Source: an optimization exercise on an open RTL-to-GDS flow (aim: a short achievable clock period and few clock cycles per item). Production flows keep margins and buffers that such runs may drop.
The RTL was checked by simulation tests, not by an equivalence proof against the original design.
No activity file was given, so power comes from the tool's default toggle rates.

===== flow/run.sh =====
#!/bin/bash
# synth_recipe.tcl (not shown) runs the flow's synth.tcl, then flattens the netlist and writes it again
# the make line also repeats each setting of config.mk as NAME=value (left out here)
make -C /OpenROAD-flow-scripts/flow DESIGN_CONFIG=/design/flow/config.mk WORK_HOME=/design/flow/orfs CLKGATE_MAP_FILE= SYNTH_SCRIPT=/design/flow/synth_recipe.tcl finish

===== flow/config.mk =====
export PLATFORM = sky130hd
export DESIGN_NAME = rvCore
export DESIGN_NICKNAME = rvCore
export VERILOG_FILES = /design/flow/design.v
export SDC_FILE = /design/flow/constraint.sdc
export NUM_CORES = 4
export LEC_CHECK = 0
export CAP_MARGIN = 20
export CORE_MARGIN = 2
export CORE_UTILIZATION = 25
export PLACE_DENSITY = 0.4
export SLEW_MARGIN = 20

===== flow/constraint.sdc =====
create_clock -name core_clock -period 8.0 [get_ports {clk}]
set_input_delay 1.6000 -clock core_clock [delete_from_list [all_inputs] [get_ports {clk}]]
set_output_delay 1.6000 -clock core_clock [all_outputs]
set_load 0.01 [all_outputs]

===== flow/design.v =====
`timescale 1ns/100ps
module regFile (
    input  logic        clk,
    input  logic        arstN,
    input  logic [4:0]  rs1Addr,
    input  logic [4:0]  rs2Addr,
    input  logic        wrEn,
    input  logic [4:0]  wrAddr,
    input  logic [31:0] wrData,
    output logic [31:0] rs1Data,
    output logic [31:0] rs2Data
);
    logic [31:0] regs [32];
    assign regs[0] = '0;
    for (genvar i = 1; i < 32; i++)
    begin : gReg
        always_ff @(posedge clk or negedge arstN)
        begin
            if (!arstN)
                regs[i] <= '0;
            else if (wrEn && (wrAddr == 5'(i)))
                regs[i] <= wrData;
        end
    end
    assign rs1Data = regs[rs1Addr];
    assign rs2Data = regs[rs2Addr];
endmodule
`timescale 1ns/100ps
module rvCore #(
    parameter int unsigned DMEM_BYTES = 256,
    parameter logic [31:0] RESET_PC   = 32'h0000_0000
) (
    input  logic        clk,
    input  logic        arstN,
    output logic [31:0] fetchPc,
    input  logic [31:0] instr,
    input  logic        instrValid,
    output logic        instrReady,
    output logic        retireValid,
    input  logic        retireReady,
    output logic [31:0] retirePc,
    output logic        retireWe,
    output logic [4:0]  retireRd,
    output logic [31:0] retireData,
    output logic [31:0] retireNextPc
);
    localparam logic [6:0] OP_BRANCH = 7'b1100011;
    localparam logic [6:0] OP_IMM    = 7'b0010011;
    localparam logic [6:0] OP_REG    = 7'b0110011;
    localparam logic [6:0] OP_JAL    = 7'b1101111;
    localparam logic [6:0] OP_JALR   = 7'b1100111;
    localparam logic [6:0] OP_LUI    = 7'b0110111;
    localparam logic [6:0] OP_STORE  = 7'b0100011;
    localparam logic [6:0] OP_LOAD   = 7'b0000011;
    localparam logic [1:0] ALU_ADD = 2'd0;
    localparam logic [1:0] ALU_SUB = 2'd1;
    localparam logic [1:0] ALU_AND = 2'd2;
    localparam logic [1:0] ALU_XOR = 2'd3;
    localparam int unsigned ADDR_W = $clog2(DMEM_BYTES);
    logic [31:0] pcF;
    logic        hazF;       
    logic        validD;
    logic [31:0] irD;
    logic [31:0] pcD;
    logic        predTD;     
    logic [31:0] predTgtD;
    logic        validE;
    logic [31:0] pcE;
    logic [31:0] pc4E;
    logic [31:0] opAE;
    logic [31:0] opBE;
    logic [1:0]  aluOpE;
    logic [31:0] rs1E;
    logic [31:0] rs2E;
    logic [31:0] immE;
    logic [31:0] tgtE;       
    logic        predTE;
    logic        tgtOkE;     
    logic        isBranchE;
    logic        isBneE;
    logic        isJalE;
    logic        isJalrE;
    logic        isLoadE;
    logic        isStoreE;
    logic        weE;        
    logic        fwdE;       
    logic [4:0]  rdE;
    logic        validM;
    logic [31:0] pcM;
    logic [31:0] nextPcM;
    logic [31:0] resM;
    logic [7:0]  stDataM;
    logic        isLoadM;
    logic        isStoreM;
    logic        weM;
    logic        fwdM;
    logic [4:0]  rdM;
    logic        qValid;
    logic [31:0] qPc;
    logic        qWe;
    logic [4:0]  qRd;
    logic [31:0] qData;
    logic [31:0] qNext;
    logic        sValid;
    logic [31:0] sPc;
    logic        sWe;
    logic [4:0]  sRd;
    logic [31:0] sData;
    logic [31:0] sNext;
    logic [7:0]  dmem [DMEM_BYTES];
    localparam int BTB_N = 8;
    logic        btbV   [BTB_N];
    logic [31:0] btbPc  [BTB_N];
    logic [31:0] btbTgt [BTB_N];
    logic [$clog2(BTB_N)-1:0] btbPtr;
    logic frz;       
    logic adv;       
    logic take;      
    logic redirE;
    logic redirD;
    logic [31:0] tgtRedirE;
    assign frz        = sValid;
    assign adv        = ~hazF & ~frz;
    assign instrReady = adv;
    assign take       = instrValid & adv;
    logic [6:0]  opD;
    logic [4:0]  rs1D;
    logic [4:0]  rs2D;
    logic [4:0]  rdD;
    logic [2:0]  f3D;
    logic [31:0] immID;
    logic [31:0] immSD;
    logic [31:0] immBD;
    logic [31:0] immJD;
    logic [31:0] immUD;
    logic        isRegD, isImmD, isLuiD, isBrD, isJalD, isJalrD, isStD, isLdD;
    logic        weD;
    logic [31:0] rfA;
    logic [31:0] rfB;
    logic [31:0] rs1V;
    logic [31:0] rs2V;
    logic [31:0] aluOutE;
    logic [31:0] resMfull;
    logic [31:0] tgtD;
    logic [31:0] pc4D;
    assign opD  = irD[6:0];
    assign rdD  = irD[11:7];
    assign f3D  = irD[14:12];
    assign rs1D = irD[19:15];
    assign rs2D = irD[24:20];
    assign immID = {{20{irD[31]}}, irD[31:20]};
    assign immSD = {{20{irD[31]}}, irD[31:25], irD[11:7]};
    assign immBD = {{19{irD[31]}}, irD[31], irD[7], irD[30:25], irD[11:8], 1'b0};
    assign immJD = {{11{irD[31]}}, irD[31], irD[19:12], irD[20], irD[30:21], 1'b0};
    assign immUD = {irD[31:12], 12'h000};
    assign isRegD  = (opD == OP_REG);
    assign isImmD  = (opD == OP_IMM);
    assign isLuiD  = (opD == OP_LUI);
    assign isBrD   = (opD == OP_BRANCH);
    assign isJalD  = (opD == OP_JAL);
    assign isJalrD = (opD == OP_JALR);
    assign isStD   = (opD == OP_STORE);
    assign isLdD   = (opD == OP_LOAD);
    assign weD     = isRegD | isImmD | isLuiD | isJalD | isJalrD | isLdD;
    regFile uRegFile (
        .clk     (clk),
        .arstN   (arstN),
        .rs1Addr (rs1D),
        .rs2Addr (rs2D),
        .wrEn    (validM & fwdM & ~frz),
        .wrAddr  (rdM),
        .wrData  (resMfull),
        .rs1Data (rfA),
        .rs2Data (rfB)
    );
    always_comb
    begin
        if (validE && fwdE && rdE == rs1D)
            rs1V = aluOutE;
        else if (validM && fwdM && rdM == rs1D)
            rs1V = resMfull;
        else
            rs1V = rfA;
        if (validE && fwdE && rdE == rs2D)
            rs2V = aluOutE;
        else if (validM && fwdM && rdM == rs2D)
            rs2V = resMfull;
        else
            rs2V = rfB;
    end
    assign tgtD = pcD + (isJalD ? immJD : immBD);
    assign pc4D = pcD + 32'd4;
    assign redirD = validD & isJalD & ~predTD & ~hazF;
    logic        hitF;
    logic [31:0] hitTgtF;
    logic [31:0] predNextF;
    always_comb
    begin
        hitF    = 1'b0;
        hitTgtF = '0;
        for (int i = 0; i < BTB_N; i++)
        begin
            if (btbV[i] && btbPc[i] == pcF)
            begin
                hitF    = 1'b1;
                hitTgtF = hitTgtF | btbTgt[i];
            end
        end
    end
    assign predNextF = hitF ? hitTgtF : pcF + 32'd4;
    always_ff @(posedge clk or negedge arstN)
    begin
        if (!arstN)
        begin
            pcF    <= RESET_PC;
            hazF   <= 1'b0;
            validD <= 1'b0;
        end
        else if (!frz)
        begin
            if (redirE)
                pcF <= tgtRedirE;
            else if (hazF)
                pcF <= pcF;
            else if (redirD)
                pcF <= tgtD;
            else if (instrValid)
                pcF <= predNextF;
            if (redirE)
                validD <= 1'b0;
            else if (hazF)
                validD <= validD;
            else
                validD <= instrValid & ~redirD;
            hazF <= take & ~redirE & ~redirD & validD & isLdD & (rdD != 5'd0) &
                    (((instr[19:15] == rdD) &
                      (instr[6:0] == OP_REG || instr[6:0] == OP_IMM ||
                       instr[6:0] == OP_BRANCH || instr[6:0] == OP_JALR ||
                       instr[6:0] == OP_STORE || instr[6:0] == OP_LOAD)) |
                     ((instr[24:20] == rdD) &
                      (instr[6:0] == OP_REG || instr[6:0] == OP_BRANCH ||
                       instr[6:0] == OP_STORE)));
        end
    end
    always_ff @(posedge clk)
    begin
        if (take)
        begin
            irD      <= instr;
            pcD      <= pcF;
            predTD   <= hitF;
            predTgtD <= hitTgtF;
        end
    end
    assign fetchPc = pcF;
    always_ff @(posedge clk or negedge arstN)
    begin
        if (!arstN)
            validE <= 1'b0;
        else if (!frz)
            validE <= validD & ~hazF & ~redirE;
    end
    always_ff @(posedge clk)
    begin
        if (!frz && !hazF)
        begin
            pcE       <= pcD;
            pc4E      <= pc4D;
            rdE       <= rdD;
            rs1E      <= rs1V;
            rs2E      <= rs2V;
            immE      <= immID;
            tgtE      <= tgtD;
            predTE    <= predTD;
            tgtOkE    <= (predTgtD == tgtD);
            isBranchE <= isBrD;
            isBneE    <= (f3D == 3'b001);
            isJalE    <= isJalD;
            isJalrE   <= isJalrD;
            isLoadE   <= isLdD;
            isStoreE  <= isStD;
            weE       <= weD;
            fwdE      <= weD & (rdD != 5'd0);
            if (isLuiD)
                opAE <= 32'd0;
            else if (isJalD || isJalrD)
                opAE <= pcD;
            else
                opAE <= rs1V;
            if (isRegD || isBrD)
                opBE <= rs2V;
            else if (isLuiD)
                opBE <= immUD;
            else if (isJalD || isJalrD)
                opBE <= 32'd4;
            else if (isStD)
                opBE <= immSD;
            else
                opBE <= immID;
            if (isRegD && f3D == 3'b000 && irD[30])
                aluOpE <= ALU_SUB;
            else if (isRegD && f3D == 3'b111)
                aluOpE <= ALU_AND;
            else if (isRegD && f3D == 3'b100)
                aluOpE <= ALU_XOR;
            else
                aluOpE <= ALU_ADD;
        end
    end
    logic        takenE;
    logic [31:0] jalrSum;
    logic [31:0] nextPcE;
    always_comb
    begin
        case (aluOpE)
            ALU_SUB: aluOutE = opAE - opBE;
            ALU_AND: aluOutE = opAE & opBE;
            ALU_XOR: aluOutE = opAE ^ opBE;
            default: aluOutE = opAE + opBE;
        endcase
    end
    logic        toTgtE;     
    logic        predOkE;    
    logic        btbIns;
    logic        btbDel;
    assign jalrSum   = rs1E + immE;
    assign takenE    = isBranchE & ((rs1E == rs2E) ^ isBneE);
    assign toTgtE    = takenE | isJalE;
    assign predOkE   = predTE & tgtOkE;
    assign nextPcE   = isJalrE ? {jalrSum[31:1], 1'b0} : toTgtE ? tgtE : pc4E;
    assign redirE    = validE & ~frz &
                       (isJalrE | (takenE & ~predOkE) | (isJalE & predTE & ~tgtOkE) |
                        (~toTgtE & predTE));
    assign tgtRedirE = nextPcE;
    assign btbIns    = validE & ~frz & toTgtE & ~predOkE;
    assign btbDel    = validE & ~frz & ~toTgtE & predTE;
    always_ff @(posedge clk or negedge arstN)
    begin
        if (!arstN)
        begin
            for (int i = 0; i < BTB_N; i++)
                btbV[i] <= 1'b0;
            btbPtr <= '0;
        end
        else
        begin
            for (int i = 0; i < BTB_N; i++)
            begin
                if ((btbIns || btbDel) && btbPc[i] == pcE)
                    btbV[i] <= 1'b0;
            end
            if (btbIns)
            begin
                btbV[btbPtr] <= 1'b1;
                btbPtr       <= btbPtr + 1'b1;
            end
        end
    end
    always_ff @(posedge clk)
    begin
        if (btbIns)
        begin
            btbPc[btbPtr]  <= pcE;
            btbTgt[btbPtr] <= tgtE;
        end
    end
    always_ff @(posedge clk or negedge arstN)
    begin
        if (!arstN)
            validM <= 1'b0;
        else if (!frz)
            validM <= validE;
    end
    always_ff @(posedge clk)
    begin
        if (!frz)
        begin
            pcM      <= pcE;
            nextPcM  <= nextPcE;
            resM     <= aluOutE;
            stDataM  <= rs2E[7:0];
            isLoadM  <= isLoadE;
            isStoreM <= isStoreE;
            weM      <= weE;
            fwdM     <= fwdE;
            rdM      <= rdE;
        end
    end
    logic [ADDR_W-1:0] addrM;
    assign addrM    = resM[ADDR_W-1:0];
    assign resMfull = isLoadM ? {24'h000000, dmem[addrM]} : resM;
    always_ff @(posedge clk)
    begin
        if (validM && isStoreM && !frz)
            dmem[addrM] <= stDataM;
    end
    logic pushQ;
    logic popQ;
    assign pushQ = validM & ~frz;
    assign popQ  = qValid & retireReady;
    always_ff @(posedge clk or negedge arstN)
    begin
        if (!arstN)
        begin
            qValid <= 1'b0;
            sValid <= 1'b0;
        end
        else
        begin
            if (!qValid || popQ)
                qValid <= sValid | pushQ;
            if (qValid && !popQ && pushQ)
                sValid <= 1'b1;
            else if (popQ)
                sValid <= 1'b0;
        end
    end
    always_ff @(posedge clk)
    begin
        if (!qValid || popQ)
        begin
            if (sValid)
            begin
                qPc   <= sPc;
                qWe   <= sWe;
                qRd   <= sRd;
                qData <= sData;
                qNext <= sNext;
            end
            else
            begin
                qPc   <= pcM;
                qWe   <= weM;
                qRd   <= rdM;
                qData <= resMfull;
                qNext <= nextPcM;
            end
        end
        if (qValid && !popQ && pushQ)
        begin
            sPc   <= pcM;
            sWe   <= weM;
            sRd   <= rdM;
            sData <= resMfull;
            sNext <= nextPcM;
        end
    end
    assign retireValid  = qValid;
    assign retirePc     = qPc;
    assign retireWe     = qWe;
    assign retireRd     = qRd;
    assign retireData   = qData;
    assign retireNextPc = qNext;
endmodule

==> run notes <==
## stage by stage
stage	total power, mW	std cells	setup WS, ns
floorplan	46.5	13000	0.527
global placement	59.4	22500	2.04
detailed placement	59.4	22500	2.32
CTS	81.5	23400	2.32
global route	84.0	23400	2.03
finish	81.1	23400	2.17
## power breakdown
group	internal, mW	switching (mW)
logic	8.41	17.3
clock network	12.5	9.47
registers	29.4	3.93
total	50.3	30.7
## layer usage
metal / global-route usage [%] / part of all wire [%] / wire length [um] / vias up
li1: - / - / - / 50500
met1: 28.4 / 44 / 342000 / 64300
met2: 31.6 / 45 / 349000 / 5626
met3: 3.73 / 7.4 / 57900 / 1302
met4: 6.24 / 3.7 / 28600 / 8
met5: 0 / 0.0060 / 47 / -
## area by class of cell
type / instances / area, sq um
multi-input cells: 7725 / 58300
well taps: 9827 / 12300
clock buffers: 626 / 12800
flip-flops and latches: 4265 / 123000
clock inverters: 228 / 2460
diodes: 22 / 55.1
fillers: 73900 / 520000
repair buffers: 627 / 5900
inverters: 101 / 384
## path summary, 6_finish.rpt
path | end | slack, ns | cells past startpoint
max | opAE[25] | 2.17 | 14
min | isLoadM | 0.41 | 0
max reg2reg | opAE[25] | 2.17 | 14
min reg2reg | isLoadM | 0.41 | 0
max in group asynchronous | uRegFile.regs[21][13] | 5.59 | 3
min in group asynchronous | uRegFile.regs[27][4] | 0.56 | 1
## cells by family after synthesis
| family | Yosys count | synth area share, % |
|---|---|---|
| multiplexers | 958 | 9.00 |
| flip-flops | 4265 | 66.6 |
| AND/OR/NAND/NOR | 2990 | 7.25 |
| adder cells (fa/ha/maj) | 135 | 0.929 |
| buffers and inverters | 1016 | 2.29 |
| AO/OA/AOI/OAI | 2887 | 10.3 |
| XOR/XNOR | 755 | 3.60 |
## cells in the mapped netlist, drive strengths merged, types with 170 or more instances
library cell / n / share of area, %
edfxtp: 3216 / 52
nand2: 1458 / 3.0
a22oi: 1104 / 4.5
dfrtp: 1041 / 14
o21ai: 975 / 2.6
clkbuf: 745 / 1.5
nor2: 544 / 1.1
mux4: 527 / 6.4
xnor2: 428 / 2.0
xor2: 325 / 1.5
mux2: 314 / 1.9
a21oi: 282 / 0.77
nand3: 222 / 0.60
nor3: 184 / 0.50
nand4: 181 / 0.61
buf: 170 / 0.57
## critical path, delay by kind of cell (launching register included)
| family | cells | cell delay (ns) |
|---|---|---|
| flops | 1 | 0.84 |
| fa+ha+maj | 1 | 0.28 |
| buf+inv | 1 | 0.27 |
| compound gates | 5 | 2.41 |
| xor+xnor | 1 | 0.16 |
| mux | 1 | 0.30 |
| simple gates | 5 | 1.32 |
## placed cells by master, fill, tap and decap left out, types with 181 or more instances in the layout
cell type,netlist,routed
o21ai_0,967,945
nor2_1,544,466
mux2_2,314,314
xnor2_1,428,428
nand4_1,181,181
xor2_1,325,325
clkbuf_16,0,464
nand2_1,1458,1420
buf_4,40,394
mux4_2,527,527
a22oi_1,1104,1104
dfrtp_1,1041,1034
nand3_1,222,210
a21oi_1,282,277
edfxtp_1,3216,3216
## sequential cells by signal, summed over array words and instances, names as in the netlist, 248 cells and up, named ones only
signal	flops
btbPc	256
dmem	2048
uRegFile.regs	992
btbTgt	248
==> flow_summary.toml <==
[timing]
finClkSkew_ns = 0.0938
fmax_mhz = 172
grt_setup_unrepaired = "no"
period_minus_slack_ns = 5.83
slew_headroom_pct = 11.9
whs_ns = 0.407
hold_viol = 0
setup_violations = 0
worst_slew_pin_slew_ns = 1.31
period_share_pct = 72.8
finalSetupTns_ns = 0
drv_slew = 0

[cts]
cts_resized = 0
cts-root-buf = "clkbuf_16"
path_clk_slew_ns = 0.06
post_cts_buffers = 0
cts_buffers = 458
clk_path_buf_depth = 4
insertion_delay_ns = 1.09
clkSinkCount = 4265
htreeDepth = 5
cts_hold_buf = 0
cts_tree = "done"

[logic_synthesis]
synthesis.nets = 13200
synth.avg_cell_area_sq_um = 14.2
synth-seq-cells = 4265
postSynth.asyncResetShare_pct = 24.4
ys_seq_area_share_pct = 66.6
yosys.cell_types.count = 93
synth_edf_count = 3216
synth-main-ff-cell = "edfxtp_1"
syn-cell-area_sq_mm = 0.184
yosys_warnings = 4
synthCells = 13000

[outcome]
status = "no timing/DRC/antenna violations"

[die]
rows = 315
die-area_sq_mm = 0.744
die_y_um = 862
ios = 172
die_w_um = 862
core_sq_mm = 0.735
initial_core_util_pct = 25.1

[layout]
syn2layout_area_growth_pct = 16.7
num-nets-final = 13300
design_area_sq_mm = 0.215
drive_above_1_share_pct = 16.3
final_core_util_pct = 29.3

[worst_setup_path]
r2r-start = "aluOpE[0]"
worst-setup-path-type = "reg2reg"
critPathRequiredTime_ns = 8.82
slowest_stage = "edfxtp_1"
path_max_fanout = 14
slowest_delay_ns = 0.84
start_kind = "flip-flop"
startpoint = "aluOpE[0]"
critical_path.endpoint_type = "flip-flop"
worstPathArrival_ns = 6.65
path_cells = "nor2b_1 > buf_4 > mux2i_1 > ha_1 > nor2b_1 > o31a_1 > o21ai_0 > nand4_1 > a41o_1 > xor2_1 > o21ai_0 > a21oi_1 > nand3_1 > nand2_1"

[grt]
grt_start_max_net_pins = 177
grt_pass1_vias = 119000
antenna_found_initial = 50
track_usage_pct = 20.2
grt_overflow_total = 0
grt_pass1_wl_um = 1050000

[place]
place_area_sq_mm = 0.200
dp_hpwl_um = 482000
gp_congestion = 0.883
portBuffers = 171

[drt]
drt_iter0_markers = 16000
via_per_inst = 5.20
drcViolationCount = 0
num_vias = 122000
ant_nets = 0
dr.pass1.iters = 9
wl_um = 777000
wl_per_cell_um = 33.2

[pwr]
power-per-cell-area_mw_per_mm2 = 377
p_leak_nw = 75.1
ir_drop_uv = 321

[min_path]
hp-start = "isLoadE"
hp-class = "reg2reg"

[job]
maxCapViolations = 0
Testbench counts, summed over its fixed seeds: cycles 24,263, instrs 24,000.

static timing again, ports no longer ideal:
How much do the figures lean on ideal ports? The routed layout below was timed once more, with nothing changed but the port constraints. Step 1 assumes that a clkbuf_16 drives the clock port and a buf_2 every other input. Step 2 adds t to the input delays and takes it off the output delays; t is the mean of the earliest and latest rising clock arrival at the registers after step 1. Input paths then give back, and output paths get back, about the clock's delay inside the block. a / b / c = ideal / step 1 / step 2; a / b = the first two.
shift t [ns]: 1.194
setup slack, ns: 2.174 / 2.174 / 2.174
worst setup path at the end: register to register
latest minus earliest clock arrival (ns): 0.104 / 0.104
worst register clock-pin slew, ns: 0.07 / 0.07
After both steps setup and hold are still met in this run. The setup slack of this run moves by 0.000 ns with the drivers and by 0.000 ns with both steps.
